What follows belongs to an exercise in optimizing a design on an open flow for small area and a short achievable clock period; a production flow would make more cautious choices.
Where RTL was checked, it was by simulation tests only, not by an equivalence proof against the original.
The clock port is modelled as an ideal driver; clocking choices that lean on that would not hold on a real chip.
No activity file was given, so power comes from the tool's default toggle rates.

==> inputs of v10 <==
// wallace_mult_24x24
module wallace_mult_24x24 (
  input  logic        clk,
  input  logic        rst,
  input  logic        in_valid,
  input  logic [23:0] a,
  input  logic [23:0] b,
  output logic        out_valid,
  output logic [39:0] x,
  output logic [39:0] y,
  output logic [7:0]  z
);
==> flow/config.mk <==
export PLATFORM = sky130hd
export DESIGN_NAME = wallace_mult_24x24
export DESIGN_NICKNAME = wallace_mult_24x24
export VERILOG_FILES = /design/flow/design.v
export SDC_FILE = /design/flow/constraint.sdc
export NUM_CORES = 4
export LEC_CHECK = 0
export CAP_MARGIN = 20
export CORE_MARGIN = 2
export CORE_UTILIZATION = 60
export SETUP_SLACK_MARGIN = 2.0
export SLEW_MARGIN = 20
export SYNTH_HIERARCHICAL = 1
export SYNTH_MINIMUM_KEEP_SIZE = 0
==> flow/constraint.sdc <==
create_clock -name core_clock -period 4.0 [get_ports {clk}]
set_input_delay 0.8000 -clock core_clock [delete_from_list [all_inputs] [get_ports {clk}]]
set_output_delay 0.8000 -clock core_clock [all_outputs]
set_load 0.01 [all_outputs]
standard.sh (not shown) runs the stock make flow with config.mk's settings and CLKGATE_MAP_FILE= SYNTH_SCRIPT=/design/flow/synth_recipe.tcl, a recipe that flattens the netlist after the stock synthesis.
==> flow/flow/run.sh <==
#!/bin/bash
# Standard ORFS layout; only the port buffers use the smallest buffer cell.
set -euo pipefail
bash standard.sh "BUFFER_PORTS_ARGS=-buffer_cell sky130_fd_sc_hd__buf_1" finish > make_finish.log 2>&1
==> v36: changes against v10 <==
--- a/flow/config.mk
+++ b/flow/config.mk
@@ -10,2 +10,4 @@
 export CORE_UTILIZATION = 60
+export CTS_CLUSTER_DIAMETER = 100
+export CTS_CLUSTER_SIZE = 30
 export SETUP_SLACK_MARGIN = 2.0
==> v27: changes against v10 <==
==> flow/run.sh (new file) <==
#!/bin/bash
# synth_recipe.tcl (not shown) runs the flow's synth.tcl, then flattens the netlist and writes it again
# the make line also repeats each setting of config.mk as NAME=value (left out here)
make -C /OpenROAD-flow-scripts/flow DESIGN_CONFIG=/design/flow/config.mk WORK_HOME=/design/flow/orfs CLKGATE_MAP_FILE= SYNTH_SCRIPT=/design/flow/synth_recipe.tcl finish
--- a/flow/config.mk
+++ b/flow/config.mk
@@ -9,3 +9,3 @@
 export CORE_MARGIN = 2
-export CORE_UTILIZATION = 60
+export CORE_UTILIZATION = 40
 export SETUP_SLACK_MARGIN = 2.0
removed: flow/flow/run.sh
removed: flow/standard.sh
==> flow_summary.toml <==
[worst_setup_path]
r2r-end = "r2_c17_4"

[clocking]
post-cts-setup-buffer-count = 37

[pwr]
p_clk_mw = 2.38
power_mw = 15.6
pwr-share-seq_pct = 48.6
switching_power_mw = 5.38

[final_layout]
fillers = 2958

[drt]
top_layer_used = "met5"
wl_per_cell_um = 24.0

[sta]
finalCritPeriodShare_pct = 50.3
period_needed_ns = 2.01

[global_route]
met1_usage_pct = 38.4
grt_use_met3_pct = 4.62
use_met2_pct = 44.8

[place]
placed_area_um2 = 22200

[run_status]
status = "complete, no violations"
[end of results for v36]
==> flow_summary.toml <==
[run_status]
status = "complete, no violations"

[global_route]
use_met2_pct = 30.8
met1_usage_pct = 25.2

[pwr]
switching_power_mw = 5.95
pwr-share-seq_pct = 41.8
p_clk_mw = 4.62

[drt]
top_layer_used = "met5"
wl_per_cell_um = 21.7

[worst_setup_path]
path_cells = "buf_4 -> a22oi_1 -> xnor2_1 -> fa_1 -> fa_1"
r2r-end = "r2_c23_6"

[final_layout]
fillers = 5034

[hold_path]
min_path_cells = 0

[sta]
period_needed_ns = 2.05

[clocking]
post-cts-setup-buffer-count = 17

[place]
placed_area_um2 = 23400
[end of results for v27]
==> flow_summary.toml <==
[run_status]
status = "complete, no violations"

[pwr]
p_clk_mw = 4.25
pwr-share-seq_pct = 43.3
switching_power_mw = 5.87
power_mw = 17.6

[sta]
finalCritPeriodShare_pct = 50.4

[place]
placed_area_um2 = 22200

[drt]
top_layer_used = "met4"
wl_per_cell_um = 24.4

[global_route]
grt_use_met3_pct = 5.60
met1_usage_pct = 38.4

[final_layout]
fillers = 2885
seqCellArea_um2 = 9440

[clocking]
post-cts-setup-buffer-count = 28

[worst_setup_path]
endpoint = "r2_c27_5"
[end of results for v10]

---

==> inputs of 05-11 <==
Another version of the RTL of wallace_mult_24x24 (not shown whole).
## wallace_mult_24x24
module wallace_mult_24x24 (
  input  logic        clk,
  input  logic        rst,
  input  logic        in_valid,
  input  logic [23:0] a,
  input  logic [23:0] b,
  output logic        out_valid,
  output logic [39:0] x,
  output logic [39:0] y,
  output logic [7:0]  z
);
Settings: LEC_CHECK=0, CAP_MARGIN=20, CORE_MARGIN=2, CORE_UTILIZATION=60, CTS_CLUSTER_DIAMETER=100, CTS_CLUSTER_SIZE=30, HOLD_SLACK_MARGIN=0.05, SETUP_SLACK_MARGIN=2.25, SLEW_MARGIN=20, SYNTH_HIERARCHICAL=1, SYNTH_MINIMUM_KEEP_SIZE=0; clock period 4.0 ns.
==> flow/flow/run.sh <==
#!/bin/bash
set -euo pipefail
K="BUFFER_PORTS_ARGS=-buffer_cell sky130_fd_sc_hd__buf_1"
EM="SETUP_SLACK_MARGIN=$(cat flow/early_margin.txt)"
bash standard.sh "$K" "$EM" cts > make_cts.log 2>&1
export SKEW_DB=$PWD/orfs/results/$FLOW_PLATFORM/wallace_mult_24x24/base/4_cts.odb
export SKEW_LIB=$FLOW_HOME/platforms/$FLOW_PLATFORM/lib/sky130_fd_sc_hd__tt_025C_1v80.lib
export SKEW_RC=$FLOW_HOME/platforms/$FLOW_PLATFORM/setRC.tcl
export SKEW_SDC=$PWD/orfs/results/$FLOW_PLATFORM/wallace_mult_24x24/base/4_cts.sdc
export SKEW_FLATTEN=$(cat flow/flatten.txt)
export SKEW_LEAF=$(cat flow/leaf.txt 2>/dev/null || true)
read SKEW_D2 SKEW_D3 < flow/skew.txt
export SKEW_D2 SKEW_D3
openroad -no_init -exit flow/skew.tcl > skew.log 2>&1
bash standard.sh "$K" finish > make_finish.log 2>&1
Other scripts of this flow, unchanged in this note and not shown: flow/flow/early_margin.txt, flow/flow/flatten.txt, flow/flow/skew.tcl, flow/flow/skew.txt
==> inputs of 10-20, as changes to 05-11 <==
--- a/flow/design.v
+++ b/flow/design.v
@@ -1947,19 +1947,15 @@
   wm_fa u_s851 (.a(r2_c41_3), .b(c848), .c(s849), .s(s851), .co(c852));
   wm_fa u_s853 (.a(r2_c42_0), .b(r2_c42_1), .c(r2_c42_2), .s(s853), .co(c854));
   wm_fa u_s855 (.a(c850), .b(s853), .c(c852), .s(s855), .co(c856));
   wm_fa u_s857 (.a(r2_c43_0), .b(r2_c43_1), .c(c854), .s(s857), .co(c858));
   wm_fa u_s859 (.a(r2_c44_0), .b(r2_c44_1), .c(c858), .s(s859), .co(c860));
   wm_fa u_s861 (.a(r2_c45_0), .b(r2_c45_1), .c(r2_c45_2), .s(s861), .co(c862));
   wm_fa u_s863 (.a(r2_c46_0), .b(r2_c46_1), .c(c862), .s(s863), .co(c864));
-  logic [4:0] lo_lo;
-  logic [5:0] lo_hi;
-  assign lo_lo = {1'b0, r2_c3_0, r2_c2_0, r2_c1_0, r2_c0_0} + {1'b0, 1'b0, 1'b0, 1'b0, r2_c0_1};
-  assign lo_hi = {2'b0, r2_c7_0, r2_c6_0, r2_c5_0, r2_c4_0} + {2'b0, r2_c7_1, r2_c6_1, r2_c5_1, r2_c4_1} + r2_c4_2 + lo_lo[4];
-  assign lo_sum = {lo_hi, lo_lo[3:0]};
+  assign lo_sum = {2'b0, r2_c7_0, r2_c6_0, r2_c5_0, r2_c4_0, r2_c3_0, r2_c2_0, r2_c1_0, r2_c0_0} + {2'b0, r2_c7_1, r2_c6_1, r2_c5_1, r2_c4_1, 1'b0, 1'b0, 1'b0, r2_c0_1} + {2'b0, 1'b0, 1'b0, 1'b0, r2_c4_2, 1'b0, 1'b0, 1'b0, 1'b0};
   wm_ha u_s865 (.a(r3_c8_0), .b(r3_c8_1), .s(s865), .co(c866));
   wm_fa u_s867 (.a(r3_c9_0), .b(r3_c9_1), .c(r3_c9_2), .s(s867), .co(c868));
   wm_ha u_s869 (.a(r3_c10_0), .b(r3_c10_1), .s(s869), .co(c870));
   wm_ha u_s871 (.a(r3_c11_0), .b(r3_c11_1), .s(s871), .co(c872));
   wm_ha u_s873 (.a(r3_c12_0), .b(r3_c12_1), .s(s873), .co(c874));
   wm_ha u_s875 (.a(r3_c13_0), .b(r3_c13_1), .s(s875), .co(c876));
   wm_ha u_s877 (.a(r3_c14_0), .b(r3_c14_1), .s(s877), .co(c878));
Settings changed: SETUP_SLACK_MARGIN 2.25 to 2.2.
==> inputs of 02-25, as changes to 05-11 <==
--- a/flow/design.v
+++ b/flow/design.v
@@ -1947,19 +1947,15 @@
   wm_fa u_s851 (.a(r2_c41_3), .b(c848), .c(s849), .s(s851), .co(c852));
   wm_fa u_s853 (.a(r2_c42_0), .b(r2_c42_1), .c(r2_c42_2), .s(s853), .co(c854));
   wm_fa u_s855 (.a(c850), .b(s853), .c(c852), .s(s855), .co(c856));
   wm_fa u_s857 (.a(r2_c43_0), .b(r2_c43_1), .c(c854), .s(s857), .co(c858));
   wm_fa u_s859 (.a(r2_c44_0), .b(r2_c44_1), .c(c858), .s(s859), .co(c860));
   wm_fa u_s861 (.a(r2_c45_0), .b(r2_c45_1), .c(r2_c45_2), .s(s861), .co(c862));
   wm_fa u_s863 (.a(r2_c46_0), .b(r2_c46_1), .c(c862), .s(s863), .co(c864));
-  logic [4:0] lo_lo;
-  logic [5:0] lo_hi;
-  assign lo_lo = {1'b0, r2_c3_0, r2_c2_0, r2_c1_0, r2_c0_0} + {1'b0, 1'b0, 1'b0, 1'b0, r2_c0_1};
-  assign lo_hi = {2'b0, r2_c7_0, r2_c6_0, r2_c5_0, r2_c4_0} + {2'b0, r2_c7_1, r2_c6_1, r2_c5_1, r2_c4_1} + r2_c4_2 + lo_lo[4];
-  assign lo_sum = {lo_hi, lo_lo[3:0]};
+  assign lo_sum = {2'b0, r2_c7_0, r2_c6_0, r2_c5_0, r2_c4_0, r2_c3_0, r2_c2_0, r2_c1_0, r2_c0_0} + {2'b0, r2_c7_1, r2_c6_1, r2_c5_1, r2_c4_1, 1'b0, 1'b0, 1'b0, r2_c0_1} + {2'b0, 1'b0, 1'b0, 1'b0, r2_c4_2, 1'b0, 1'b0, 1'b0, 1'b0};
   wm_ha u_s865 (.a(r3_c8_0), .b(r3_c8_1), .s(s865), .co(c866));
   wm_fa u_s867 (.a(r3_c9_0), .b(r3_c9_1), .c(r3_c9_2), .s(s867), .co(c868));
   wm_ha u_s869 (.a(r3_c10_0), .b(r3_c10_1), .s(s869), .co(c870));
   wm_ha u_s871 (.a(r3_c11_0), .b(r3_c11_1), .s(s871), .co(c872));
   wm_ha u_s873 (.a(r3_c12_0), .b(r3_c12_1), .s(s873), .co(c874));
   wm_ha u_s875 (.a(r3_c13_0), .b(r3_c13_1), .s(s875), .co(c876));
   wm_ha u_s877 (.a(r3_c14_0), .b(r3_c14_1), .s(s877), .co(c878));
==> run notes <==
| metric | 05-11 | 10-20 | 02-25 |
|---|---|---|---|
| Layout inverter count without the clock tree | 36 | 33 | 33 |
| Total placed instance area | 0.0215 mm² | 0.0215 mm² | 0.0215 mm² |
| Result of the run | complete, no violations | complete, no violations | complete, no violations |
| Area growth from synthesis to layout | 6.17% | 6.04% | 7.33% |
| Clock network power share | 21.8% | 21.6% | 21.2% |
| Final period util | 51.8% | 44.5% | 44.0% |
| CP Capture Type | flip-flop | output pin | output pin |
| Pre-CTS setup slack | 1.29 ns | 1.35 ns | 1.35 ns |
| Switching portion of total power | 34.7% | 35.0% | 34.6% |
| Required time worst endpoint | 5.28 ns | 3.20 ns | 3.20 ns |
| Wire length after detailed routing | 52300 µm | 51000 µm | 51100 µm |
| Number of DRC markers after the initial detailed-route iteration | 1041 | 1104 | 1043 |
| Area occupied by registers | 0.00862 mm² | 0.00862 mm² | 0.00865 mm² |
| Multi-input gate share of total cell area | 48.8% | 49.2% | 48.7% |
| Drt pass-1 iters | 6 | 7 | 8 |
| Number of vias after detailed routing | 12865 | 12742 | 12709 |
| Data buffer area share | 8.50% | 7.49% | 8.40% |
The RTL of 05-11 was laid out without a check of its function.

what the ideal ports hide:
In the flow no input, the clock included, has a driving cell. The finished layouts below were timed again as built, in two steps.
Step 1 (the two cells are an assumption about what drives the block):
set clk [get_ports {clk}]
set_driving_cell -lib_cell sky130_fd_sc_hd__clkbuf_16 $clk
set_driving_cell -lib_cell sky130_fd_sc_hd__buf_2 [delete_from_list [all_inputs] $clk]
Step 2, shift: input delay + t, output delay - t, t = (earliest + latest rising clock arrival at the registers) / 2. This alone moves slack from input paths to output paths.
Slacks: ideal / step 1 / step 2; pairs: ideal / step 1.
| run | t, ns | setup WS [ns] | latest minus earliest clock arrival (ns) | worst register clock-pin slew, ns | worst slew at a driven data input, ns | pins driven straight from the clock port |
|---|---|---|---|---|---|---|
| v10 | 0.645 | 1.985 / 1.985 / 1.985 | 0.024 / 0.024 | 0.07 / 0.07 | 0.08 | 1 |
| v36 | 0.605 | 1.988 / 1.988 / 1.988 | 0.036 / 0.037 | 0.12 / 0.12 | 0.08 | 1 |
| v27 | 0.651 | 1.952 / 1.952 / 1.952 | 0.034 / 0.033 | 0.07 / 0.07 | 0.07 | 1 |
| 05-11 | 0.974 | 1.927 / 1.927 / 1.927 | 0.844 / 0.844 | 0.12 / 0.12 | 0.03 | 1 |
| 10-20 | 0.958 | 2.218 / 2.161 / 2.133 | 0.828 / 0.828 | 0.11 / 0.11 | 0.07 | 1 |
| 02-25 | 0.960 | 2.239 / 2.182 / 2.131 | 0.832 / 0.832 | 0.11 / 0.11 | 0.07 | 1 |
Clock arrivals are far apart in 05-11, 10-20 and 02-25, so t is only a midpoint there and step 2 fits no single register. For 02-25, which loses most, drivers alone change the setup slack by -0.057 ns; drivers and shift together by -0.108 ns.
